This is an optimization exercise on Yosys and OpenROAD, whose aim is small area, a short achievable clock period and few clock cycles per item, not a production implementation.
RTL that was checked went through simulation tests only; none was proved equivalent to the original.
The RTL of run 2 was laid out without a check of its function.

## flow/design.v (module list and top-level ports; edited modules follow where they fit)
// module fp_log_mac: 961 lines
// module fp_log_evmul: 68 lines
// module fp_log: 356 lines
module fp_log (
  input  logic        clk,
  input  logic        rst_n,
  input  logic        start,
  input  logic [31:0] x,
  output logic [31:0] result,
  output logic        done,
  output logic        busy
);
  // ...
==> flow/run.sh <==
#!/bin/bash
# synth_recipe.tcl (not shown) runs the flow's synth.tcl, then flattens the netlist and writes it again
# the make line also repeats each setting of config.mk as NAME=value (left out here)
make -C /OpenROAD-flow-scripts/flow DESIGN_CONFIG=/design/flow/config.mk WORK_HOME=/design/flow/orfs CLKGATE_MAP_FILE= SYNTH_SCRIPT=/design/flow/synth_recipe.tcl finish
==> flow/config.mk <==
export PLATFORM = sky130hd
export DESIGN_NAME = fp_log
export DESIGN_NICKNAME = fp_log
export VERILOG_FILES = /design/flow/design.v
export SDC_FILE = /design/flow/constraint.sdc
export NUM_CORES = 4
export LEC_CHECK = 0
export CAP_MARGIN = 20
export CORE_MARGIN = 2
export CORE_UTILIZATION = 40
export PLACE_DENSITY = 0.6
export SLEW_MARGIN = 20
==> flow/constraint.sdc <==
create_clock -name core_clock -period 14.5 [get_ports {clk}]
set_input_delay 2.9000 -clock core_clock [delete_from_list [all_inputs] [get_ports {clk}]]
set_output_delay 2.9000 -clock core_clock [all_outputs]
set_load 0.01 [all_outputs]
==> impl_metrics.tcl, run 1 <==
set metrics [dict create \
    status "complete, no violations" \
    fmax_mhz 78.9 \
    synth_top_family_by_area "compound AO/OA/AOI/OAI gates" \
    pre_cts_ws_ns 1.56 \
    largest_reg_flops 34 \
    insertion_delay_ns 0.45 \
    synth_compound_area_share_pct 23.5 \
    design_area_mm2 0.0385 \
    hold_buffers 0 \
    core-area_mm2 0.0885 \
    tightest_slew_ns 1.18 \
    clkSinkCount 178 \
    yosysMostFrequentCell "inv_1" \
    antenna_found_initial 3 \
    chipWidth_um 303 \
    grt.busiest_layer "met2" \
    synth_seq_cells 178 \
    min_from "evq[30]" \
    hp-class "flip-flop to flip-flop" \
    nNonClkBuffers 189 \
    clk_pin_slew_ns 0.08 \
    reg2reg_from "iq[2]" \
    clockRootBuffer "clkbuf_16" \
    dieHeight_um 303 \
    fin_nets 4784 \
    worstSetupPathType "primary input to flip-flop" \
    crit_buf_inv 5 \
    drc_errors 0 \
    final_cell_mix "inv_1 (418), nand2_1 (348), nor2_1 (336)" \
    synth-simple-area-share_pct 13.4 \
    grt_util_met1_pct 37.9 \
    path_depth 29 \
    routed_wl_um 132000 \
]
Testbench counts, summed over its fixed seeds: cycles 67,111, items 16,000.
==> module fp_log, before the edit <==
module fp_log (
  input  logic        clk,
  input  logic        rst_n,
  input  logic        start,
  input  logic [31:0] x,
  output logic [31:0] result,
  output logic        done,
  output logic        busy
);
  localparam logic [49:0] MAC_K = 50'h3d55556000000;
  function automatic logic [23:0] recip_sig(input logic [3:0] i);
    case (i)
      4'd1:  recip_sig = 24'hf0f0f0;
      4'd2:  recip_sig = 24'he38e38;
      4'd3:  recip_sig = 24'hd79435;
      4'd4:  recip_sig = 24'hcccccc;
      4'd5:  recip_sig = 24'hc30c30;
      4'd6:  recip_sig = 24'hba2e8b;
      4'd7:  recip_sig = 24'hb21642;
      4'd8:  recip_sig = 24'haaaaaa;
      4'd9:  recip_sig = 24'ha3d70a;
      4'd10: recip_sig = 24'h9d89d8;
      4'd11: recip_sig = 24'h97b425;
      4'd12: recip_sig = 24'h924924;
      4'd13: recip_sig = 24'h8d3dcb;
      4'd14: recip_sig = 24'h888888;
      4'd15: recip_sig = 24'h842108;
      default: recip_sig = 24'hffffff;   
    endcase
  endfunction
  function automatic logic [49:0] recip_base(input logic [3:0] i);
    case (i)
      4'd1:  recip_base = 50'(64'(24'h880000) * 64'h f0f0f0) + MAC_K;
      4'd2:  recip_base = 50'(64'(24'h900000) * 64'h e38e38) + MAC_K;
      4'd3:  recip_base = 50'(64'(24'h980000) * 64'h d79435) + MAC_K;
      4'd4:  recip_base = 50'(64'(24'ha00000) * 64'h cccccc) + MAC_K;
      4'd5:  recip_base = 50'(64'(24'ha80000) * 64'h c30c30) + MAC_K;
      4'd6:  recip_base = 50'(64'(24'hb00000) * 64'h ba2e8b) + MAC_K;
      4'd7:  recip_base = 50'(64'(24'hb80000) * 64'h b21642) + MAC_K;
      4'd8:  recip_base = 50'(64'(24'hc00000) * 64'h aaaaaa) + MAC_K;
      4'd9:  recip_base = 50'(64'(24'hc80000) * 64'h a3d70a) + MAC_K;
      4'd10: recip_base = 50'(64'(24'hd00000) * 64'h 9d89d8) + MAC_K;
      4'd11: recip_base = 50'(64'(24'hd80000) * 64'h 97b425) + MAC_K;
      4'd12: recip_base = 50'(64'(24'he00000) * 64'h 924924) + MAC_K;
      4'd13: recip_base = 50'(64'(24'he80000) * 64'h 8d3dcb) + MAC_K;
      4'd14: recip_base = 50'(64'(24'hf00000) * 64'h 888888) + MAC_K;
      4'd15: recip_base = 50'(64'(24'hf80000) * 64'h 842108) + MAC_K;
      default: recip_base = (50'd1 << 47) + 50'hffffff + MAC_K;
    endcase
  endfunction
  function automatic logic [31:0] ln_tab(input logic [3:0] i);
    case (i)
      4'd1:  ln_tab = 32'h3d785186;
      4'd2:  ln_tab = 32'h3df1383d;
      4'd3:  ln_tab = 32'h3e2ff983;
      4'd4:  ln_tab = 32'h3e647fbe;
      4'd5:  ln_tab = 32'h3e8b3ae5;
      4'd6:  ln_tab = 32'h3ea30c5e;
      4'd7:  ln_tab = 32'h3eb9cebe;
      4'd8:  ln_tab = 32'h3ecf991f;
      4'd9:  ln_tab = 32'h3ee47fbe;
      4'd10: ln_tab = 32'h3ef8947b;
      4'd11: ln_tab = 32'h3f05f397;
      4'd12: ln_tab = 32'h3f0f42fa;
      4'd13: ln_tab = 32'h3f183eb9;
      4'd14: ln_tab = 32'h3f20ec7f;
      4'd15: ln_tab = 32'h3f295169;
      default: ln_tab = 32'h00000000;
    endcase
  endfunction
  function automatic logic [49:0] c3_add(input logic [3:0] i, input logic e6, input logic neg);
    case ({i, e6, neg})
      6'd0: c3_add = 50'h3d55556000000;
      6'd1: c3_add = 50'h3d55556000000;
      6'd2: c3_add = 50'h3d55556000000;
      6'd3: c3_add = 50'h3d55556000000;
      6'd4: c3_add = 50'h3e4da6e600000;
      6'd5: c3_add = 50'h3e4da6e61ffff;
      6'd6: c3_add = 50'h3dd17e2300000;
      6'd7: c3_add = 50'h3dd17e230ffff;
      6'd8: c3_add = 50'h3f37c5da00000;
      6'd9: c3_add = 50'h3f37c5da3ffff;
      6'd10: c3_add = 50'h3e468d9d00000;
      6'd11: c3_add = 50'h3e468d9d1ffff;
      6'd12: c3_add = 50'h00153b6c00000;
      6'd13: c3_add = 50'h00153b6c7ffff;
      6'd14: c3_add = 50'h3eb5486600000;
      6'd15: c3_add = 50'h3eb548663ffff;
      6'd16: c3_add = 50'h00e7545800000;
      6'd17: c3_add = 50'h00e754587ffff;
      6'd18: c3_add = 50'h3f1e54dc00000;
      6'd19: c3_add = 50'h3f1e54dc3ffff;
      6'd20: c3_add = 50'h01af2c8800000;
      6'd21: c3_add = 50'h01af2c88fffff;
      6'd22: c3_add = 50'h3f8240f400000;
      6'd23: c3_add = 50'h3f8240f47ffff;
      6'd24: c3_add = 50'h026db85000000;
      6'd25: c3_add = 50'h026db850fffff;
      6'd26: c3_add = 50'h3fe186d800000;
      6'd27: c3_add = 50'h3fe186d87ffff;
      6'd28: c3_add = 50'h0323cb5000000;
      6'd29: c3_add = 50'h0323cb50fffff;
      6'd30: c3_add = 50'h003c905800000;
      6'd31: c3_add = 50'h003c90587ffff;
      6'd32: c3_add = 50'h03d21e5800000;
      6'd33: c3_add = 50'h03d21e58fffff;
      6'd34: c3_add = 50'h0093b9dc00000;
      6'd35: c3_add = 50'h0093b9dc7ffff;
      6'd36: c3_add = 50'h0479535000000;
      6'd37: c3_add = 50'h04795350fffff;
      6'd38: c3_add = 50'h00e7545800000;
      6'd39: c3_add = 50'h00e754587ffff;
      6'd40: c3_add = 50'h0519f93800000;
      6'd41: c3_add = 50'h0519f938fffff;
      6'd42: c3_add = 50'h0137a74c00000;
      6'd43: c3_add = 50'h0137a74c7ffff;
      6'd44: c3_add = 50'h05b48ed000000;
      6'd45: c3_add = 50'h05b48ed1fffff;
      6'd46: c3_add = 50'h0184f21800000;
      6'd47: c3_add = 50'h0184f218fffff;
      6'd48: c3_add = 50'h0649850000000;
      6'd49: c3_add = 50'h06498501fffff;
      6'd50: c3_add = 50'h01cf6d3000000;
      6'd51: c3_add = 50'h01cf6d30fffff;
      6'd52: c3_add = 50'h06d940f000000;
      6'd53: c3_add = 50'h06d940f1fffff;
      6'd54: c3_add = 50'h02174b2800000;
      6'd55: c3_add = 50'h02174b28fffff;
      6'd56: c3_add = 50'h07641d5000000;
      6'd57: c3_add = 50'h07641d51fffff;
      6'd58: c3_add = 50'h025cb95800000;
      6'd59: c3_add = 50'h025cb958fffff;
      6'd60: c3_add = 50'h07ea6bf000000;
      6'd61: c3_add = 50'h07ea6bf1fffff;
      6'd62: c3_add = 50'h029fe0a800000;
      default: c3_add = 50'h029fe0a8fffff;
    endcase
  endfunction
  logic [1:0]  ph;        
  logic        nop;       
  logic        nrm;       
  logic        spec_q;    
  logic [1:0]  spc_q;     
  logic [3:0]  iq;        
  logic signed [20:0] tq;   
  logic [31:0] evq;       
  logic [18:0] stq;       
  logic [4:0]  lzq;       
  logic        ef;        
  logic [23:0] xr;        
  logic [33:0] rq;        
  logic [2:0]  shq;       
  logic [5:0]  tshq;      
  logic [7:0]  eevq;      
  logic        sgnq;      
  logic        subq;      
  logic [3:0]  mk0q;      
  logic [3:0]  mk1q;      
  logic [7:0]  ex;
  logic [3:0]  ix;
  logic        special;
  assign ex = x[30:23];
  assign ix = x[22:19];
  assign special = (ex == 8'd0) || x[31] || (ex == 8'hff);
  logic [31:0] ev;
  logic [6:0]  evs;
  logic [30:0] evm;
  fp_log_evmul i_evmul (.m(evs[5:0]), .q(evm));
  always_comb begin
    logic [6:0] mag;
    logic [2:0] pos;
    logic [6:0] msig;
    logic [30:0] q;
    mag = (ex >= 8'd127) ? 7'(ex - 8'd127) : 7'(8'd127 - ex);
    pos = '0;
    for (int k = 0; k < 7; k++) begin
      if (mag[k]) pos = k[2:0];
    end
    msig = mag << (3'd6 - pos);
    evs = msig;
    q = evm;
    if (mag == '0)  ev = '0;
    else if (q[30]) ev = {ex < 8'd127, 8'(8'd127 + pos), q[29:7]};
    else            ev = {ex < 8'd127, 8'(8'd126 + pos), q[28:6]};
  end
  logic [23:0] mx;
  logic [21:0] my;
  logic        msub;
  logic [49:0] mc;
  logic [49:0] mq;
  logic [49:0] ms0, ms1;
  logic [23:0] a2;
  logic [49:0] cadd;
  assign a2   = tq[20] ? (tq[0] ? 24'haaaaab : 24'haaaaac) : 24'haaaaab - 24'(tq[20:1]);
  assign cadd = (tq > 0) ? (50'd1 << 49) + 50'h7fffff + MAC_K : (50'd1 << 49) + MAC_K;
  always_comb begin
    case (ph)
      2'd0: begin   
        mx   = recip_sig(ix);
        my   = {3'b000, x[18:0]};
        msub = 1'b0;
        mc   = recip_base(ix);
      end
      2'd1: begin   
        mx   = a2;
        my   = {tq, 1'b0};
        msub = 1'b1;
        mc   = cadd;
      end
      2'd2: begin   
        mx   = xr;
        my   = tq[20] ? {tq, 1'b0} : 22'(tq);
        msub = 1'b1;
        mc   = cadd;
      end
      default: begin   
        mx   = xr;
        my   = (iq == 4'd0) ? {3'b000, stq} : 22'(tq);
        msub = 1'b0;
        mc   = c3_add(iq, ef, tq[20]);
      end
    endcase
  end
  fp_log_mac i_mac (.x(mx), .y(my), .sub(msub), .c(mc), .q(mq), .s0(ms0), .s1(ms1));
  logic signed [20:0] tn;
  assign tn = mq[47] ? {1'b0, mq[42:24], 1'b0} : {1'b1, mq[42:23]};
  logic [19:0] ua;
  logic [19:0] un;
  logic [4:0]  lz;
  always_comb begin
    ua = tq[20] ? 20'(-tq) : 20'(tq);
    lz = '0;
    for (int k = 0; k < 20; k++) begin
      if (ua[k]) lz = 5'(19 - k);
    end
    un = ua << lz;
  end
  logic [26:0] sm;
  logic [23:0] sg;
  assign sm = mq[49:23];
  assign sg = sm[26] ? sm[26:3] : sm[25:2];
  function automatic logic [3:0] lowmask(input logic [3:0] n);
    case (n)
      4'd1: lowmask = 4'b0001;
      4'd2: lowmask = 4'b0011;
      4'd3: lowmask = 4'b0111;
      4'd4: lowmask = 4'b1111;
      default: lowmask = 4'b0000;
    endcase
  endfunction
  logic [5:0] d0;
  logic [2:0] sh3;
  logic [7:0] el8;
  logic [7:0] eevp;
  logic       s8;
  logic       ev0;
  always_comb begin
    logic [31:0] lnv;
    logic [7:0] el;
    lnv  = ln_tab(iq);
    el   = lnv[30:23];
    ev0  = (evq[30:23] == 8'd0);
    s8   = (iq == 4'd0) & tq[20];
    sh3  = (iq == 4'd0) ? 3'd0 : 3'(el - 8'd120 - 8'(ef));   
    el8  = (iq == 4'd0) ? 8'd121 + 8'(ef) - 8'(lzq) : el;
    eevp = ev0 ? el8 + 8'd1 : evq[30:23];
    d0   = ev0 ? 6'd1 : 6'(evq[30:23] - el8);
  end
  logic [27:0] sum;
  logic [31:0] far;
  always_comb begin
    logic        l27;
    logic [26:0] sbf;
    l27 = rq[6'd27 + 6'(shq)];
    sbf = 27'(rq >> tshq);
    sbf[3:0] = sbf[3:0] & ~(l27 ? mk1q : mk0q);
    sum = {1'b0, evq[30:23] != 8'd0, evq[22:0], 3'b000} + ({1'b0, sbf} ^ {28{subq}}) + 28'(subq);
    if (sum == '0)   far = '0;
    else if (sum[27]) far = {sgnq, eevq + 8'd1, sum[26:4]};
    else if (sum[26]) far = {sgnq, eevq, sum[25:3]};
    else              far = {sgnq, eevq - 8'd1, sum[24:2]};
  end
  logic [31:0] nfin;
  always_comb begin
    logic [27:0] ns;
    logic [4:0]  lead;
    logic [27:0] norm;
    logic signed [9:0] ez;
    ns = rq[27:0];
    lead = '0;
    for (int k = 0; k < 28; k++) begin
      if (ns[k]) lead = k[4:0];
    end
    norm = ns << (5'd27 - lead);
    ez   = $signed({2'b00, eevq}) + $signed({5'b00000, lead}) - 10'sd26;
    if (ns == '0 || ez <= 0) nfin = '0;
    else                     nfin = {sgnq, ez[7:0], norm[26:4]};
  end
  logic [31:0] fin;
  assign fin = nrm ? nfin : far;
  assign result = spec_q ? {spc_q[1], 8'hff, spc_q[0], 22'd0} : fin;
  always_ff @(posedge clk or negedge rst_n) begin
    if (!rst_n) begin
      busy <= 1'b0;
      done <= 1'b0;
      ph   <= 2'd0;
    end else begin
      done <= 1'b0;
      if (!busy) begin
        if (start) begin
          if (special) done <= 1'b1;
          else begin
            busy <= 1'b1;
            ph   <= 2'd1;
          end
        end
      end else begin
        ph <= ph + 2'd1;
        if ((ph == 2'd3 && !nop) || ph == 2'd0) begin
          ph   <= 2'd0;
          busy <= 1'b0;
          done <= 1'b1;
        end
      end
    end
  end
  always_ff @(posedge clk) begin
    if (!busy) begin
      spec_q <= special;
      spc_q  <= {ex == 8'd0, ex != 8'd0 && (x[31] || x[22:0] != '0)};
      iq     <= ix;
      evq    <= ev;
      tq     <= tn;
      nop    <= (ex == 8'd126);
    end
    stq <= un[19:1];
    lzq <= lz;
    if (ph == 2'd1 || ph == 2'd2) xr <= sg;
    if (ph == 2'd2) ef <= sm[26];
    if (busy && ph == 2'd0) begin
      rq  <= {6'd0, sum};
      nrm <= 1'b1;
    end
    if (ph == 2'd3) begin
      nrm  <= 1'b0;
      rq   <= mq[48:15];
      shq  <= sh3;
      tshq <= 6'(sh3) + d0;
      mk0q <= (d0 < 6'd3) ? lowmask(4'd3 - 4'(d0)) : 4'd0;
      mk1q <= (d0 < 6'd4) ? lowmask(4'd4 - 4'(d0)) : 4'd0;
      eevq <= eevp;
      sgnq <= ev0 ? s8 : evq[31];
      subq <= ~ev0 & (evq[31] ^ s8);
    end
  end
endmodule
==> run 2, diff against run 1 <==
--- a/flow/design.v
+++ b/flow/design.v
@@ -54,18 +54,18 @@
   wire p0_15 = (op0 & x[15]) | (on0 & ~x[15]) | (tp0 & x[14]) | (tn0 & ~x[14]);
   wire p0_16 = (op0 & x[16]) | (on0 & ~x[16]) | (tp0 & x[15]) | (tn0 & ~x[15]);
   wire p0_17 = (op0 & x[17]) | (on0 & ~x[17]) | (tp0 & x[16]) | (tn0 & ~x[16]);
   wire p0_18 = (op0 & x[18]) | (on0 & ~x[18]) | (tp0 & x[17]) | (tn0 & ~x[17]);
   wire p0_19 = (op0 & x[19]) | (on0 & ~x[19]) | (tp0 & x[18]) | (tn0 & ~x[18]);
   wire p0_20 = (op0 & x[20]) | (on0 & ~x[20]) | (tp0 & x[19]) | (tn0 & ~x[19]);
   wire p0_21 = (op0 & x[21]) | (on0 & ~x[21]) | (tp0 & x[20]) | (tn0 & ~x[20]);
   wire p0_22 = (op0 & x[22]) | (on0 & ~x[22]) | (tp0 & x[21]) | (tn0 & ~x[21]);
-  wire p0_23 = (op0 & x[23]) | (on0 & ~x[23]) | (tp0 & x[22]) | (tn0 & ~x[22]);
-  wire p0_24 = on0 | (tp0 & x[23]) | (tn0 & ~x[23]);
+  wire p0_23 = op0 | (tp0 & x[22]) | (tn0 & ~x[22]);
+  wire p0_24 = on0 | tp0;
   wire p0_25 = ~neg0;
   wire one1 = y[2] ^ y[1];
   wire two1 = ~(y[2] ^ y[1]) & (y[3] ^ y[2]);
   wire sg1 = y[3] ^ sub;
   wire op1 = one1 & ~sg1;
   wire on1 = one1 & sg1;
   wire tp1 = two1 & ~sg1;
   wire tn1 = two1 & sg1;
@@ -88,18 +88,18 @@
   wire p1_15 = (op1 & x[15]) | (on1 & ~x[15]) | (tp1 & x[14]) | (tn1 & ~x[14]);
   wire p1_16 = (op1 & x[16]) | (on1 & ~x[16]) | (tp1 & x[15]) | (tn1 & ~x[15]);
   wire p1_17 = (op1 & x[17]) | (on1 & ~x[17]) | (tp1 & x[16]) | (tn1 & ~x[16]);
   wire p1_18 = (op1 & x[18]) | (on1 & ~x[18]) | (tp1 & x[17]) | (tn1 & ~x[17]);
   wire p1_19 = (op1 & x[19]) | (on1 & ~x[19]) | (tp1 & x[18]) | (tn1 & ~x[18]);
   wire p1_20 = (op1 & x[20]) | (on1 & ~x[20]) | (tp1 & x[19]) | (tn1 & ~x[19]);
   wire p1_21 = (op1 & x[21]) | (on1 & ~x[21]) | (tp1 & x[20]) | (tn1 & ~x[20]);
   wire p1_22 = (op1 & x[22]) | (on1 & ~x[22]) | (tp1 & x[21]) | (tn1 & ~x[21]);
-  wire p1_23 = (op1 & x[23]) | (on1 & ~x[23]) | (tp1 & x[22]) | (tn1 & ~x[22]);
-  wire p1_24 = on1 | (tp1 & x[23]) | (tn1 & ~x[23]);
+  wire p1_23 = op1 | (tp1 & x[22]) | (tn1 & ~x[22]);
+  wire p1_24 = on1 | tp1;
   wire p1_25 = ~neg1;
   wire one2 = y[4] ^ y[3];
   wire two2 = ~(y[4] ^ y[3]) & (y[5] ^ y[4]);
   wire sg2 = y[5] ^ sub;
   wire op2 = one2 & ~sg2;
   wire on2 = one2 & sg2;
   wire tp2 = two2 & ~sg2;
   wire tn2 = two2 & sg2;
@@ -122,18 +122,18 @@
   wire p2_15 = (op2 & x[15]) | (on2 & ~x[15]) | (tp2 & x[14]) | (tn2 & ~x[14]);
   wire p2_16 = (op2 & x[16]) | (on2 & ~x[16]) | (tp2 & x[15]) | (tn2 & ~x[15]);
   wire p2_17 = (op2 & x[17]) | (on2 & ~x[17]) | (tp2 & x[16]) | (tn2 & ~x[16]);
   wire p2_18 = (op2 & x[18]) | (on2 & ~x[18]) | (tp2 & x[17]) | (tn2 & ~x[17]);
   wire p2_19 = (op2 & x[19]) | (on2 & ~x[19]) | (tp2 & x[18]) | (tn2 & ~x[18]);
   wire p2_20 = (op2 & x[20]) | (on2 & ~x[20]) | (tp2 & x[19]) | (tn2 & ~x[19]);
   wire p2_21 = (op2 & x[21]) | (on2 & ~x[21]) | (tp2 & x[20]) | (tn2 & ~x[20]);
   wire p2_22 = (op2 & x[22]) | (on2 & ~x[22]) | (tp2 & x[21]) | (tn2 & ~x[21]);
-  wire p2_23 = (op2 & x[23]) | (on2 & ~x[23]) | (tp2 & x[22]) | (tn2 & ~x[22]);
-  wire p2_24 = on2 | (tp2 & x[23]) | (tn2 & ~x[23]);
+  wire p2_23 = op2 | (tp2 & x[22]) | (tn2 & ~x[22]);
+  wire p2_24 = on2 | tp2;
   wire p2_25 = ~neg2;
   wire one3 = y[6] ^ y[5];
   wire two3 = ~(y[6] ^ y[5]) & (y[7] ^ y[6]);
   wire sg3 = y[7] ^ sub;
   wire op3 = one3 & ~sg3;
   wire on3 = one3 & sg3;
   wire tp3 = two3 & ~sg3;
   wire tn3 = two3 & sg3;
@@ -156,18 +156,18 @@
   wire p3_15 = (op3 & x[15]) | (on3 & ~x[15]) | (tp3 & x[14]) | (tn3 & ~x[14]);
   wire p3_16 = (op3 & x[16]) | (on3 & ~x[16]) | (tp3 & x[15]) | (tn3 & ~x[15]);
   wire p3_17 = (op3 & x[17]) | (on3 & ~x[17]) | (tp3 & x[16]) | (tn3 & ~x[16]);
   wire p3_18 = (op3 & x[18]) | (on3 & ~x[18]) | (tp3 & x[17]) | (tn3 & ~x[17]);
   wire p3_19 = (op3 & x[19]) | (on3 & ~x[19]) | (tp3 & x[18]) | (tn3 & ~x[18]);
   wire p3_20 = (op3 & x[20]) | (on3 & ~x[20]) | (tp3 & x[19]) | (tn3 & ~x[19]);
   wire p3_21 = (op3 & x[21]) | (on3 & ~x[21]) | (tp3 & x[20]) | (tn3 & ~x[20]);
   wire p3_22 = (op3 & x[22]) | (on3 & ~x[22]) | (tp3 & x[21]) | (tn3 & ~x[21]);
-  wire p3_23 = (op3 & x[23]) | (on3 & ~x[23]) | (tp3 & x[22]) | (tn3 & ~x[22]);
-  wire p3_24 = on3 | (tp3 & x[23]) | (tn3 & ~x[23]);
+  wire p3_23 = op3 | (tp3 & x[22]) | (tn3 & ~x[22]);
+  wire p3_24 = on3 | tp3;
   wire p3_25 = ~neg3;
   wire one4 = y[8] ^ y[7];
   wire two4 = ~(y[8] ^ y[7]) & (y[9] ^ y[8]);
   wire sg4 = y[9] ^ sub;
   wire op4 = one4 & ~sg4;
   wire on4 = one4 & sg4;
   wire tp4 = two4 & ~sg4;
   wire tn4 = two4 & sg4;
@@ -190,18 +190,18 @@
   wire p4_15 = (op4 & x[15]) | (on4 & ~x[15]) | (tp4 & x[14]) | (tn4 & ~x[14]);
   wire p4_16 = (op4 & x[16]) | (on4 & ~x[16]) | (tp4 & x[15]) | (tn4 & ~x[15]);
   wire p4_17 = (op4 & x[17]) | (on4 & ~x[17]) | (tp4 & x[16]) | (tn4 & ~x[16]);
   wire p4_18 = (op4 & x[18]) | (on4 & ~x[18]) | (tp4 & x[17]) | (tn4 & ~x[17]);
   wire p4_19 = (op4 & x[19]) | (on4 & ~x[19]) | (tp4 & x[18]) | (tn4 & ~x[18]);
   wire p4_20 = (op4 & x[20]) | (on4 & ~x[20]) | (tp4 & x[19]) | (tn4 & ~x[19]);
   wire p4_21 = (op4 & x[21]) | (on4 & ~x[21]) | (tp4 & x[20]) | (tn4 & ~x[20]);
   wire p4_22 = (op4 & x[22]) | (on4 & ~x[22]) | (tp4 & x[21]) | (tn4 & ~x[21]);
-  wire p4_23 = (op4 & x[23]) | (on4 & ~x[23]) | (tp4 & x[22]) | (tn4 & ~x[22]);
-  wire p4_24 = on4 | (tp4 & x[23]) | (tn4 & ~x[23]);
+  wire p4_23 = op4 | (tp4 & x[22]) | (tn4 & ~x[22]);
+  wire p4_24 = on4 | tp4;
   wire p4_25 = ~neg4;
   wire one5 = y[10] ^ y[9];
   wire two5 = ~(y[10] ^ y[9]) & (y[11] ^ y[10]);
   wire sg5 = y[11] ^ sub;
   wire op5 = one5 & ~sg5;
   wire on5 = one5 & sg5;
   wire tp5 = two5 & ~sg5;
   wire tn5 = two5 & sg5;
@@ -224,18 +224,18 @@
   wire p5_15 = (op5 & x[15]) | (on5 & ~x[15]) | (tp5 & x[14]) | (tn5 & ~x[14]);
   wire p5_16 = (op5 & x[16]) | (on5 & ~x[16]) | (tp5 & x[15]) | (tn5 & ~x[15]);
   wire p5_17 = (op5 & x[17]) | (on5 & ~x[17]) | (tp5 & x[16]) | (tn5 & ~x[16]);
   wire p5_18 = (op5 & x[18]) | (on5 & ~x[18]) | (tp5 & x[17]) | (tn5 & ~x[17]);
   wire p5_19 = (op5 & x[19]) | (on5 & ~x[19]) | (tp5 & x[18]) | (tn5 & ~x[18]);
   wire p5_20 = (op5 & x[20]) | (on5 & ~x[20]) | (tp5 & x[19]) | (tn5 & ~x[19]);
   wire p5_21 = (op5 & x[21]) | (on5 & ~x[21]) | (tp5 & x[20]) | (tn5 & ~x[20]);
   wire p5_22 = (op5 & x[22]) | (on5 & ~x[22]) | (tp5 & x[21]) | (tn5 & ~x[21]);
-  wire p5_23 = (op5 & x[23]) | (on5 & ~x[23]) | (tp5 & x[22]) | (tn5 & ~x[22]);
-  wire p5_24 = on5 | (tp5 & x[23]) | (tn5 & ~x[23]);
+  wire p5_23 = op5 | (tp5 & x[22]) | (tn5 & ~x[22]);
+  wire p5_24 = on5 | tp5;
   wire p5_25 = ~neg5;
   wire one6 = y[12] ^ y[11];
   wire two6 = ~(y[12] ^ y[11]) & (y[13] ^ y[12]);
   wire sg6 = y[13] ^ sub;
   wire op6 = one6 & ~sg6;
   wire on6 = one6 & sg6;
   wire tp6 = two6 & ~sg6;
   wire tn6 = two6 & sg6;
@@ -258,18 +258,18 @@
   wire p6_15 = (op6 & x[15]) | (on6 & ~x[15]) | (tp6 & x[14]) | (tn6 & ~x[14]);
   wire p6_16 = (op6 & x[16]) | (on6 & ~x[16]) | (tp6 & x[15]) | (tn6 & ~x[15]);
   wire p6_17 = (op6 & x[17]) | (on6 & ~x[17]) | (tp6 & x[16]) | (tn6 & ~x[16]);
   wire p6_18 = (op6 & x[18]) | (on6 & ~x[18]) | (tp6 & x[17]) | (tn6 & ~x[17]);
   wire p6_19 = (op6 & x[19]) | (on6 & ~x[19]) | (tp6 & x[18]) | (tn6 & ~x[18]);
   wire p6_20 = (op6 & x[20]) | (on6 & ~x[20]) | (tp6 & x[19]) | (tn6 & ~x[19]);
   wire p6_21 = (op6 & x[21]) | (on6 & ~x[21]) | (tp6 & x[20]) | (tn6 & ~x[20]);
   wire p6_22 = (op6 & x[22]) | (on6 & ~x[22]) | (tp6 & x[21]) | (tn6 & ~x[21]);
-  wire p6_23 = (op6 & x[23]) | (on6 & ~x[23]) | (tp6 & x[22]) | (tn6 & ~x[22]);
-  wire p6_24 = on6 | (tp6 & x[23]) | (tn6 & ~x[23]);
+  wire p6_23 = op6 | (tp6 & x[22]) | (tn6 & ~x[22]);
+  wire p6_24 = on6 | tp6;
   wire p6_25 = ~neg6;
   wire one7 = y[14] ^ y[13];
   wire two7 = ~(y[14] ^ y[13]) & (y[15] ^ y[14]);
   wire sg7 = y[15] ^ sub;
   wire op7 = one7 & ~sg7;
   wire on7 = one7 & sg7;
   wire tp7 = two7 & ~sg7;
   wire tn7 = two7 & sg7;
@@ -292,18 +292,18 @@
   wire p7_15 = (op7 & x[15]) | (on7 & ~x[15]) | (tp7 & x[14]) | (tn7 & ~x[14]);
   wire p7_16 = (op7 & x[16]) | (on7 & ~x[16]) | (tp7 & x[15]) | (tn7 & ~x[15]);
   wire p7_17 = (op7 & x[17]) | (on7 & ~x[17]) | (tp7 & x[16]) | (tn7 & ~x[16]);
   wire p7_18 = (op7 & x[18]) | (on7 & ~x[18]) | (tp7 & x[17]) | (tn7 & ~x[17]);
   wire p7_19 = (op7 & x[19]) | (on7 & ~x[19]) | (tp7 & x[18]) | (tn7 & ~x[18]);
   wire p7_20 = (op7 & x[20]) | (on7 & ~x[20]) | (tp7 & x[19]) | (tn7 & ~x[19]);
   wire p7_21 = (op7 & x[21]) | (on7 & ~x[21]) | (tp7 & x[20]) | (tn7 & ~x[20]);
   wire p7_22 = (op7 & x[22]) | (on7 & ~x[22]) | (tp7 & x[21]) | (tn7 & ~x[21]);
-  wire p7_23 = (op7 & x[23]) | (on7 & ~x[23]) | (tp7 & x[22]) | (tn7 & ~x[22]);
-  wire p7_24 = on7 | (tp7 & x[23]) | (tn7 & ~x[23]);
+  wire p7_23 = op7 | (tp7 & x[22]) | (tn7 & ~x[22]);
+  wire p7_24 = on7 | tp7;
   wire p7_25 = ~neg7;
   wire one8 = y[16] ^ y[15];
   wire two8 = ~(y[16] ^ y[15]) & (y[17] ^ y[16]);
   wire sg8 = y[17] ^ sub;
   wire op8 = one8 & ~sg8;
   wire on8 = one8 & sg8;
   wire tp8 = two8 & ~sg8;
   wire tn8 = two8 & sg8;
@@ -326,18 +326,18 @@
   wire p8_15 = (op8 & x[15]) | (on8 & ~x[15]) | (tp8 & x[14]) | (tn8 & ~x[14]);
   wire p8_16 = (op8 & x[16]) | (on8 & ~x[16]) | (tp8 & x[15]) | (tn8 & ~x[15]);
   wire p8_17 = (op8 & x[17]) | (on8 & ~x[17]) | (tp8 & x[16]) | (tn8 & ~x[16]);
   wire p8_18 = (op8 & x[18]) | (on8 & ~x[18]) | (tp8 & x[17]) | (tn8 & ~x[17]);
   wire p8_19 = (op8 & x[19]) | (on8 & ~x[19]) | (tp8 & x[18]) | (tn8 & ~x[18]);
   wire p8_20 = (op8 & x[20]) | (on8 & ~x[20]) | (tp8 & x[19]) | (tn8 & ~x[19]);
   wire p8_21 = (op8 & x[21]) | (on8 & ~x[21]) | (tp8 & x[20]) | (tn8 & ~x[20]);
   wire p8_22 = (op8 & x[22]) | (on8 & ~x[22]) | (tp8 & x[21]) | (tn8 & ~x[21]);
-  wire p8_23 = (op8 & x[23]) | (on8 & ~x[23]) | (tp8 & x[22]) | (tn8 & ~x[22]);
-  wire p8_24 = on8 | (tp8 & x[23]) | (tn8 & ~x[23]);
+  wire p8_23 = op8 | (tp8 & x[22]) | (tn8 & ~x[22]);
+  wire p8_24 = on8 | tp8;
   wire p8_25 = ~neg8;
   wire one9 = y[18] ^ y[17];
   wire two9 = ~(y[18] ^ y[17]) & (y[19] ^ y[18]);
   wire sg9 = y[19] ^ sub;
   wire op9 = one9 & ~sg9;
   wire on9 = one9 & sg9;
   wire tp9 = two9 & ~sg9;
   wire tn9 = two9 & sg9;
@@ -360,18 +360,18 @@
   wire p9_15 = (op9 & x[15]) | (on9 & ~x[15]) | (tp9 & x[14]) | (tn9 & ~x[14]);
   wire p9_16 = (op9 & x[16]) | (on9 & ~x[16]) | (tp9 & x[15]) | (tn9 & ~x[15]);
   wire p9_17 = (op9 & x[17]) | (on9 & ~x[17]) | (tp9 & x[16]) | (tn9 & ~x[16]);
   wire p9_18 = (op9 & x[18]) | (on9 & ~x[18]) | (tp9 & x[17]) | (tn9 & ~x[17]);
   wire p9_19 = (op9 & x[19]) | (on9 & ~x[19]) | (tp9 & x[18]) | (tn9 & ~x[18]);
   wire p9_20 = (op9 & x[20]) | (on9 & ~x[20]) | (tp9 & x[19]) | (tn9 & ~x[19]);
   wire p9_21 = (op9 & x[21]) | (on9 & ~x[21]) | (tp9 & x[20]) | (tn9 & ~x[20]);
   wire p9_22 = (op9 & x[22]) | (on9 & ~x[22]) | (tp9 & x[21]) | (tn9 & ~x[21]);
-  wire p9_23 = (op9 & x[23]) | (on9 & ~x[23]) | (tp9 & x[22]) | (tn9 & ~x[22]);
-  wire p9_24 = on9 | (tp9 & x[23]) | (tn9 & ~x[23]);
+  wire p9_23 = op9 | (tp9 & x[22]) | (tn9 & ~x[22]);
+  wire p9_24 = on9 | tp9;
   wire p9_25 = ~neg9;
   wire one10 = y[20] ^ y[19];
   wire two10 = ~(y[20] ^ y[19]) & (y[21] ^ y[20]);
   wire sg10 = y[21] ^ sub;
   wire op10 = one10 & ~sg10;
   wire on10 = one10 & sg10;
   wire tp10 = two10 & ~sg10;
   wire tn10 = two10 & sg10;
@@ -394,18 +394,18 @@
   wire p10_15 = (op10 & x[15]) | (on10 & ~x[15]) | (tp10 & x[14]) | (tn10 & ~x[14]);
   wire p10_16 = (op10 & x[16]) | (on10 & ~x[16]) | (tp10 & x[15]) | (tn10 & ~x[15]);
   wire p10_17 = (op10 & x[17]) | (on10 & ~x[17]) | (tp10 & x[16]) | (tn10 & ~x[16]);
   wire p10_18 = (op10 & x[18]) | (on10 & ~x[18]) | (tp10 & x[17]) | (tn10 & ~x[17]);
   wire p10_19 = (op10 & x[19]) | (on10 & ~x[19]) | (tp10 & x[18]) | (tn10 & ~x[18]);
   wire p10_20 = (op10 & x[20]) | (on10 & ~x[20]) | (tp10 & x[19]) | (tn10 & ~x[19]);
   wire p10_21 = (op10 & x[21]) | (on10 & ~x[21]) | (tp10 & x[20]) | (tn10 & ~x[20]);
   wire p10_22 = (op10 & x[22]) | (on10 & ~x[22]) | (tp10 & x[21]) | (tn10 & ~x[21]);
-  wire p10_23 = (op10 & x[23]) | (on10 & ~x[23]) | (tp10 & x[22]) | (tn10 & ~x[22]);
-  wire p10_24 = on10 | (tp10 & x[23]) | (tn10 & ~x[23]);
+  wire p10_23 = op10 | (tp10 & x[22]) | (tn10 & ~x[22]);
+  wire p10_24 = on10 | tp10;
   wire p10_25 = ~neg10;
   wire w1 = p0_14 ^ p1_12;
   wire w2 = p0_14 & p1_12;
   wire w3 = p0_15 ^ p1_13;
   wire w4 = p0_15 & p1_13;
   wire w5 = p0_16 ^ p1_14 ^ p2_12;
   wire w6 = (p0_16 & p1_14) | (p0_16 & p2_12) | (p1_14 & p2_12);
   wire w7 = p3_10 ^ p4_8;
@@ -1381,27 +1381,21 @@
       spc_q  <= {ex == 8'd0, ex != 8'd0 && (x[31] || x[22:0] != '0)};
       iq     <= ix;
       evq    <= ev;
       tq     <= tn;
       nop    <= (ex == 8'd126);
     end
     stq <= un[19:1];
     lzq <= lz;
-    if (ph == 2'd1 || ph == 2'd2) xr <= sg;
+    xr <= sg;   
     if (ph == 2'd2) ef <= sm[26];
-    if (busy && ph == 2'd0) begin
-      rq  <= {6'd0, sum};
-      nrm <= 1'b1;
-    end
-    if (ph == 2'd3) begin
-      nrm  <= 1'b0;
-      rq   <= mq[48:15];
-      shq  <= sh3;
-      tshq <= 6'(sh3) + d0;
-      mk0q <= (d0 < 6'd3) ? lowmask(4'd3 - 4'(d0)) : 4'd0;
-      mk1q <= (d0 < 6'd4) ? lowmask(4'd4 - 4'(d0)) : 4'd0;
-      eevq <= eevp;
-      sgnq <= ev0 ? s8 : evq[31];
-      subq <= ~ev0 & (evq[31] ^ s8);
-    end
+    rq   <= (busy && ph == 2'd0) ? {6'd0, sum} : mq[48:15];
+    nrm  <= busy && ph == 2'd0;
+    shq  <= sh3;
+    tshq <= 6'(sh3) + d0;
+    mk0q <= (d0 < 6'd3) ? lowmask(4'd3 - 4'(d0)) : 4'd0;
+    mk1q <= (d0 < 6'd4) ? lowmask(4'd4 - 4'(d0)) : 4'd0;
+    eevq <= eevp;
+    sgnq <= ev0 ? s8 : evq[31];
+    subq <= ~ev0 & (evq[31] ^ s8);
   end
 endmodule
--- a/flow/config.mk
+++ b/flow/config.mk
@@ -4,9 +4,10 @@
 export VERILOG_FILES = /design/flow/design.v
 export SDC_FILE = /design/flow/constraint.sdc
 export NUM_CORES = 4
 export LEC_CHECK = 0
 export CAP_MARGIN = 20
 export CORE_MARGIN = 2
 export CORE_UTILIZATION = 40
 export PLACE_DENSITY = 0.6
+export SETUP_SLACK_MARGIN = 5
 export SLEW_MARGIN = 20
==> impl_metrics.tcl, run 2 <==
set metrics [dict create \
    status "complete, no violations" \
    reg.largest.list "rq x34, evq x30, xr x23" \
    avgSynthCellArea_um2 7.94 \
    crit_arrival_ns 10.19 \
    die_area_mm2 0.0890 \
    synth_common_cells "inv_1 (408), nand2_1 (354), nor2_1 (321), a21oi_1 (310), xnor2_1 (270)" \
    fin_nets 4974 \
    synth_edf_count 60 \
    crit_path_max_incr_delay_ns 0.51 \
    synth.net_count 4870 \
    clk_pin_slew_ns 0.07 \
    hold_buffers 0 \
    largest-register "rq" \
    antenna_found_initial 10 \
    hp-class "flip-flop to flip-flop" \
    synth_area_leader_cell "fa_1" \
    gr-total-overflow 0 \
    synth_area_mm2 0.0346 \
    grt_pass1_wl_um 209000 \
    slew_headroom_pct 20.0 \
    final_common_cell "inv_1" \
    required_ns 14.87 \
    setup_slack_ns 4.68 \
    synth-simple-area-share_pct 13.8 \
    finalSetupViolCount 0 \
    chipWidth_um 298 \
    muxShareOfSynthArea_pct 8.35 \
    async_flop_share_pct 2.26 \
    synth_top_family_by_area "compound AO/OA/AOI/OAI gates" \
    synth_top_area_share_pct 15.3 \
    synth_warnings 1 \
    dieHeight_um 298 \
    grt_usage_pct 30.6 \
    worstSetupPathType "primary input to flip-flop" \
    slowest_stage "fa_1" \
    synth_ff_type "dfxtp_1" \
    vias_per_cell 6.19 \
    cts_tree "yes" \
    routed_wl_um 142000 \
    largest_reg_flops 34 \
    post_synth_inst_count 4364 \
    clkSinkCount 177 \
    clockBufferDepth 2 \
    hold_viol 0 \
    fmax_mhz 102 \
    critPathMaxFanout 6 \
    num_vias 34800 \
    r2r_slack_ns 4.95 \
    syn_to_final_growth_pct 22.8 \
    r2r-end "xr[7]" \
    synth_seq_cells 177 \
    synth_xor_area_share_pct 11.4 \
    grt_setup_unrepaired "true" \
    synth_compound_area_share_pct 23.4 \
    drt_first_pass_iters 8 \
    grt_max_degree 65 \
    drive_above_1_share_pct 19.5 \
    wl_per_cell_um 25.3 \
    yosysMostFrequentCell "inv_1" \
    start_util_pct 40.5 \
    endpoint_kind "flip-flop" \
    synth.distinct_cells 104 \
    ctsHtreeMaxLevel 4 \
    period_share_pct 67.7 \
    pre_cts_ws_ns 2.00 \
    finClkSkew_ns 0.0135 \
    synth-adder-area-share_pct 22.8 \
    drc_errors 0 \
    min_from "evq[30]" \
    routabilityCongestion 1.01 \
    hold_end "eevq[7]" \
    num_io_pins 69 \
    synthTopCellsByArea "fa_1 (15%), ha_1 (7.4%), xnor2_1 (6.8%)" \
    yosysSeqAreaShare_pct 12.0 \
    drv_slew 0 \
    critPathLaunchType "primary input" \
    r2r_cells 31 \
    antenna_left 0 \
    tightest_slew_ns 1.19 \
    drt_iter0_drc 3865 \
    hpwl_um 103000 \
    final_cell_mix "inv_1 (386), nand2_1 (342), nor2_1 (289)" \
    numCtsBuffers 17 \
    insertion_delay_ns 0.49 \
    fin_util_pct 49.7 \
    drv_cap 0 \
    grt_pass1_vias 32600 \
    std_cell_rows 107 \
    reg2reg_from "ph[1]" \
    hold_depth 1 \
    finalSetupTns_ns 0 \
    timing.final.crit_period_ns 9.82 \
    clockRootBuffer "clkbuf_16" \
    core-area_mm2 0.0855 \
    io_buffers 68 \
]
## run 2: changes by cell type in the layout (fill, tap and decap cells not counted), moves of 32 or more
cell / change
a21oi_1: -33
buf_12: +44
buf_4: +103
buf_6: +41
dfxtp_1: +75
edfxtp_1: -85
fa_1: -35
fa_2: +35
ha_1: -32
inv_1: -32
nor2_1: -47
o21ai_0: -43
## run 2: stage by stage
stage / instances / instance area (um2) / hold slack (ns)
6_report: 5626 / 42500 / 0.542
5_1_grt: 5625 / 42500 / 0.564
4_1_cts: 5549 / 40800 / 0.557
3_5_place_dp: 5349 / 36700 / 0.532
3_3_place_gp: 5349 / 36700 / 0.532
2_1_floorplan: 4364 / 35100 / 0.433
## run 2: cell families after synthesis
group / Yosys count
muxes: 260
buffers and inverters: 739
adders and majority gates: 472
AOI/OAI and AO/OA: 1224
DFF: 177
xor gates and xnor gates: 450
and+or+nand+nor: 1041
other: 1
## run 2: worst max-delay path by stage
stage               startpoint  endpoint  slack [ns]  depth (start not counted)
floorplan                x[20]     xr[6]        4.79                         31
global placement         x[19]    xr[18]        2.04                         30
detailed placement       x[19]    xr[18]        2.00                         30
CTS                      x[19]     xr[7]        4.90                         33
global route              x[5]     xr[7]        4.53                         29
finish                   x[19]     xr[7]        4.68                         33
## run 2: metal layers
layer	share of wire, %	vias to the layer above	global-route usage [%]
met1	41	16800	41.6
met3	12	418	8.79
met4	6.2	10	15.8
met2	41	2014	43.9
met5	0.041	-	0
li1	-	15600	-
## run 2: what timing repair did
action                     4_1_cts  5_1_grt
setup endpoints to repair      139      124
cloned                          16        8
pin swaps                       97       49
buffers inserted               152       67
gates resized for setup        425      233
## run 2: worst max-delay path: cells and delay by family
kind            cells  cell delay, ns
compound gates      9            2.14
xor+xnor            1            0.19
fa+ha+maj           6            2.47
buf+inv             9            0.99
mux                 3            0.90
simple gates        5            0.56
## run 2: area by class of cell
cell class / count / area, um2
Timing Repair inverter: 1 / 7.51
Inverter: 420 / 1610
Fill cell: 7959 / 43000
Clock buffer: 18 / 450
Tap cell: 1144 / 1430
Sequential cell: 177 / 4180
Multi-Input combinational cell: 3451 / 30600
Clock inverter: 14 / 119
Antenna cell: 1 / 2.50
Timing Repair Buffer: 400 / 4140
==> run 3, diff against run 2 <==
--- a/flow/design.v
+++ b/flow/design.v
@@ -1367,7 +1367,7 @@
         end
       end else begin
         ph <= ph + 2'd1;
-        if ((ph == 2'd3 && !nop) || ph == 2'd0) begin
+        if ((ph == 2'd3 && !(nop && d0 < 6'd3)) || ph == 2'd0) begin
           ph   <= 2'd0;
           busy <= 1'b0;
           done <= 1'b1;
==> impl_metrics.tcl, run 3 <==
set metrics [dict create \
    design_area_mm2 0.0429 \
    start_util_pct 40.5 \
    grt_setup_unrepaired "true" \
    crit_path_max_incr_delay_ns 0.57 \
    hp-class "flip-flop to flip-flop" \
    avgSynthCellArea_um2 7.90 \
    synth_ff_type "dfxtp_1" \
    worstSetupPathType "primary input to flip-flop" \
    path_common_cell "fa_1" \
    reg.largest.list "rq x34, evq x30, xr x23" \
    drt_first_pass_iters 9 \
    tightest_slew_ns 1.23 \
    post_synth_inst_count 4366 \
    synthTopCellsByArea "fa_1 (15%), ha_1 (7.5%), xnor2_1 (6.9%)" \
    finalSetupTns_ns 0 \
    grt_pass1_vias 33000 \
    routed_wl_um 146000 \
    final_common_cell "inv_1" \
    met2_usage_pct 48.5 \
    slew_headroom_pct 17.6 \
    synth.distinct_cells 102 \
    dieHeight_um 298 \
    async_flop_share_pct 2.26 \
    yosysSeqAreaShare_pct 12.1 \
    path_delay_family "adder cells" \
    hold_viol 0 \
    antenna_left 0 \
    drc_errors 0 \
    postPlaceCellArea_mm2 0.0367 \
    cts_tree "yes" \
    largest-register "rq" \
    largest_reg_flops 34 \
    drt_iter0_drc 4317 \
    drv_slew 0 \
    yosysMostFrequentCell "inv_1" \
    grt_util_met1_pct 38.7 \
    io_buffers 68 \
    grt.busiest_layer "met2" \
    grt_usage_pct 31.6 \
    use_met3_pct 9.63 \
    routabilityCongestion 1.04 \
    grt_max_degree 69 \
    endpoint_kind "flip-flop" \
    slowest_stage "fa_1" \
    drive_above_1_share_pct 20.4 \
    fmax_mhz 99.6 \
    final_cell_mix "inv_1 (403), nand2_1 (378), a21oi_1 (322)" \
    drv_cap 0 \
    core-area_mm2 0.0853 \
    period_share_pct 69.3 \
    synth_warnings 1 \
    vias_per_cell 6.19 \
    crit_arrival_ns 10.43 \
    num_vias 35200 \
    std_cell_rows 107 \
    finClkSkew_ns 0.0231 \
    synth.net_count 4872 \
    critPathLaunchType "primary input" \
    fin_nets 5033 \
    die_area_mm2 0.0886 \
    synth_common_cells "inv_1 (415), nand2_1 (391), a21oi_1 (357), nor2_1 (302), xnor2_1 (273)" \
    synth_area_leader_cell "fa_1" \
    numCtsBuffers 17 \
    synth_area_mm2 0.0345 \
    synth_edf_count 60 \
    synth_top_area_share_pct 15.4 \
    status "complete, no violations" \
    grt_pass1_wl_um 212000 \
    chipWidth_um 298 \
    synth_seq_cells 177 \
    ctsHtreeMaxLevel 4 \
    clockBufferDepth 2 \
    hpwl_um 102000 \
    r2r_slack_ns 4.89 \
    required_ns 14.89 \
    insertion_delay_ns 0.51 \
    syn_to_final_growth_pct 24.4 \
    crit_buf_inv 6 \
    antenna_found_initial 7 \
    wl_per_cell_um 25.6 \
    clkSinkCount 177 \
    critPathMaxFanout 6 \
    timing.final.crit_period_ns 10.04 \
    clk_pin_slew_ns 0.09 \
    finalSetupViolCount 0 \
    clockRootBuffer "clkbuf_16" \
    gr-total-overflow 0 \
    num_io_pins 69 \
]
run 3: cell types whose count changed after synthesis, sizes merged, moves of 11 or more:
cell	delta
nand2	+37
o211ai	-15
clkbuf	+16
o21bai	+14
mux4	+18
nor2	-18
mux2	-11
a21oi	+47
mux2i	-51
o21ai	+13
run 3: logic make-up after synthesis:
| family | after synthesis | synth area share (%) |
|---|---|---|
| other | 1 | 0.0109 |
| buffers and inverters | 749 | 8.30 |
| muxes | 216 | 7.92 |
| adders and majority gates | 472 | 22.9 |
| DFF | 177 | 12.1 |
| and+or+nand+nor | 1049 | 13.9 |
| xor gates and xnor gates | 449 | 11.4 |
| AOI/OAI and AO/OA | 1253 | 23.6 |
run 3: worst paths after layout:
check / depth (start not counted) / start / to
worst max-delay path: 29 / x[5] / xr[12]
max in group asynchronous: 1 / rst_n / ph[1]
worst min register to register: 1 / evq[30] / eevq[7]
min in group asynchronous: 1 / rst_n / busy
worst max register to register: 29 / ph[0] / xr[12]
worst min-delay path: 1 / evq[30] / eevq[7]
run 3: layout make-up:
| cell class | count | area (um2) |
|---|---|---|
| inverter | 424 | 1620 |
| sequential | 177 | 4180 |
| timing repair buffer | 460 | 4750 |
| multi-input combinational | 3447 | 30300 |
| clock buffer | 17 | 425 |
| fill | 8010 | 42300 |
| tap | 1144 | 1430 |
| clock inverter | 15 | 204 |
| antenna | 3 | 7.51 |
run 3: worst reg2reg max path: cells and delay by family (launching register included):
family          cells  cell delay (ns)
buf+inv             4             0.61
flops               1             0.44
xor+xnor            1             0.19
compound gates     11             3.75
fa+ha+maj           6             2.53
simple gates        5             1.25
mux                 2             0.72
run 3: per-stage QoR:
stage | hold slack [ns] | cells | setup WS, ns | util (%)
3_5_place_dp | 0.486 | 5357 | 2.15 | 43.0
2_1_floorplan | 0.433 | 4366 | 4.53 | -
6_report | 0.491 | 5687 | 4.46 | 50.3
3_3_place_gp | 0.484 | 5357 | 2.26 | 43.0
4_1_cts | 0.508 | 5632 | 4.63 | 48.8
5_1_grt | 0.532 | 5684 | 4.35 | 50.3
run 3: per-layer routing:
layer	share of wire, %	wire length [um]
met4	7.6	11100
met3	12	17300
met2	43	62900
met1	37	54500
met5	0.016	23
run 3: timing repair:
item,in CTS,in global routing
buffers inserted,216,51
cloned,27,1
pin swaps,117,79
endpoints found under the setup margin,139,131
resized for setup,441,182
hold buffers,0,0
hold endpoints to repair,0,0
Testbench counts of run 3, summed over its fixed seeds: cycles 66,876, items 16,000.
==> run 4, diff against run 3 <==
--- a/flow/config.mk
+++ b/flow/config.mk
@@ -5,6 +5,7 @@
 export SDC_FILE = /design/flow/constraint.sdc
 export NUM_CORES = 4
 export LEC_CHECK = 0
+export ABC_AREA = 1
 export CAP_MARGIN = 20
 export CORE_MARGIN = 2
 export CORE_UTILIZATION = 40
==> impl_metrics.tcl, run 4 <==
set metrics [dict create \
    core-area_mm2 0.0868 \
    fmax_mhz 105 \
    finalSetupTns_ns 0 \
    hp-class "flip-flop to flip-flop" \
    drt_iter0_drc 5897 \
    post_synth_inst_count 5483 \
    synth_area_leader_cell "fa_1" \
    die_area_mm2 0.0899 \
    drc_errors 0 \
    finClkSkew_ns 0.0188 \
    hold_end "eevq[7]" \
    yosysMostFrequentCell "nand2_1" \
    numCtsBuffers 17 \
    largest_reg_flops 34 \
    dieHeight_um 300 \
    slowest_stage "xor2_1" \
    dp.cells 6499 \
    tightest_slew_ns 1.21 \
    synth_warnings 1 \
    hold_buffers 0 \
    path_common_cell "fa_1" \
    synth.distinct_cells 72 \
    crit_arrival_ns 9.72 \
    timing.final.crit_period_ns 9.49 \
    num_vias 40300 \
    ctsHtreeMaxLevel 4 \
    antenna_found_initial 4 \
    hpwl_um 121000 \
    io_buffers 68 \
    chipWidth_um 300 \
    routabilityCongestion 1.06 \
    period_share_pct 65.5 \
    num_io_pins 69 \
    synth_edf_count 60 \
    postPlaceCellArea_mm2 0.0367 \
    std_cell_rows 108 \
    insertion_delay_ns 0.53 \
    setup_slack_ns 5.01 \
    grt_max_degree 68 \
    grt_pass1_wl_um 233000 \
    crit_path_max_incr_delay_ns 0.65 \
    synth_common_cells "nand2_1 (1278), inv_1 (776), o21ai_0 (567), nor2_1 (452), a21oi_1 (329)" \
    status "complete, no violations" \
    async_flop_share_pct 2.26 \
    critPathMaxFanout 6 \
    design_area_mm2 0.0412 \
    synth_seq_cells 177 \
    r2r-end "xr[7]" \
    synth_top_area_share_pct 15.1 \
    regArea_mm2 0.00417 \
    endpoint_kind "flip-flop" \
    finalSetupViolCount 0 \
    reg2reg_from "iq[1]" \
    start_util_pct 40.4 \
    fin_nets 6126 \
    drive_above_1_share_pct 13.4 \
    critPathLaunchType "primary input" \
    clockBufferDepth 2 \
    avgSynthCellArea_um2 6.39 \
    syn_to_final_growth_pct 17.7 \
    gr-total-overflow 0 \
    min_from "evq[30]" \
    synth_ff_type "dfxtp_1" \
    fill_cells 9104 \
    vias_per_cell 5.93 \
    reg.largest.list "rq x34, evq x30, xr x23" \
    largest-register "rq" \
    drv_cap 0 \
    drv_slew 0 \
    cts_tree "yes" \
    r2r_slack_ns 5.40 \
    pre_cts_ws_ns 2.68 \
    grt_usage_pct 34.5 \
    wl_per_cell_um 23.7 \
    required_ns 14.73 \
    hold_depth 2 \
    fin_cells 6792 \
    slew_headroom_pct 19.6 \
    final_cell_mix "nand2_1 (1240), inv_1 (715), o21ai_0 (526)" \
    worstSetupPathType "primary input to flip-flop" \
    synth.net_count 5989 \
    final_common_cell "nand2_1" \
    routed_wl_um 161000 \
    hold_viol 0 \
    clk_pin_slew_ns 0.08 \
    clkSinkCount 177 \
    synth_area_mm2 0.0350 \
    drt_first_pass_iters 11 \
    synthTopCellsByArea "fa_1 (15%), nand2_1 (14%), inv_1 (8.3%)" \
    yosysSeqAreaShare_pct 11.9 \
    clockRootBuffer "clkbuf_16" \
    antenna_left 0 \
    grt_setup_unrepaired "true" \
    grt_pass1_vias 37300 \
    r2r_cells 34 \
    multi_input_area_mm2 0.0282 \
]
run 4: timing repair:
item	4_1_cts	5_1_grt
gates cloned	10	12
pin swaps	29	115
endpoints found under the setup margin	140	133
resized for setup	225	297
buffers inserted	126	109
run 4: area by class of cell:
type | instances | area share, %
multi-input combinational | 4212 | 68.4
sequential | 177 | 10.1
timing repair buffer | 384 | 8.17
inverter | 816 | 8.02
tap | 1155 | 3.51
clock buffer | 19 | 1.10
clock inverter | 13 | 0.407
timing repair inverter | 12 | 0.209
antenna | 4 | 0.0243
run 4: layer usage:
metal  routed length [um]  global-route usage [%]
met5                   23                       0
met4                13300                    21.5
met3                18400                    10.5
met2                69500                    53.7
met1                59900                    41.6
run 4: how the worst max path moves through the flow:
stage                from      to  cells after the start
floorplan           x[22]      ef                     33
global placement    x[19]  xr[13]                     29
detailed placement  x[19]   xr[4]                     29
CTS                  x[1]   xr[3]                     40
global route        x[11]  rq[21]                     33
finish               x[8]   tq[5]                     27
run 4: cell families (layout without fill, tap and decap cells):
logic type      after synthesis  after routing  share of synthesized area (%)
simple gates               2134           2141                           24.9
fa+ha+maj                   471            471                           22.5
xor+xnor                    158            158                           3.97
compound gates             1426           1426                           24.2
mux                          15             15                          0.439
other cells                   1              5                         0.0107
flops                       177            177                           11.9
buf+inv                    1101           1244                           12.1
run 4: per-stage QoR:
step / hold WS (ns) / utilization [%]
after floorplan: 0.420 / -
after global placement: 0.506 / 42.2
after CTS: 0.541 / 45.0
after global routing: 0.572 / 47.5
final: 0.528 / 47.5
after detailed placement: 0.512 / 42.2
run 4: worst max-delay path, delay by kind of cell:
kind	cells	cell delay [ns]
adders and majority gates	6	2.80
AOI/OAI and AO/OA	6	1.34
buffers and inverters	8	1.22
xor gates and xnor gates	2	0.83
and+or+nand+nor	5	0.62

==> separate check: timing with driven ports <==
The flow's constraints put no driver on any port. The routed layouts listed below were extracted and timed again, unchanged, in two steps.
Step 1: set_driving_cell puts a clkbuf_16 on clk and a buf_2 on each other input, an assumption about the parent block.
Step 2 also shifts input and output timing later by t, the mid clock arrival at the registers, as if the neighbouring blocks saw the same clock.
Slacks: ideal / step 1 / step 2; pairs: ideal / step 1.
run | t (ns) | setup slack, ns | clock arrival spread, ns
run 1 | 0.496 | 1.831 / 1.767 / 1.271 | 0.012 / 0.012
run 2 | 0.542 | 4.685 / 4.662 / 4.120 | 0.014 / 0.015
run 3 | 0.560 | 4.455 / 4.497 / 3.937 | 0.023 / 0.023
run 4 | 0.585 | 5.007 / 5.045 / 4.459 | 0.019 / 0.019
After both steps every run listed still meets setup and hold. For run 2, which loses most, drivers alone change the setup slack by -0.023 ns; drivers and shift together by -0.565 ns.
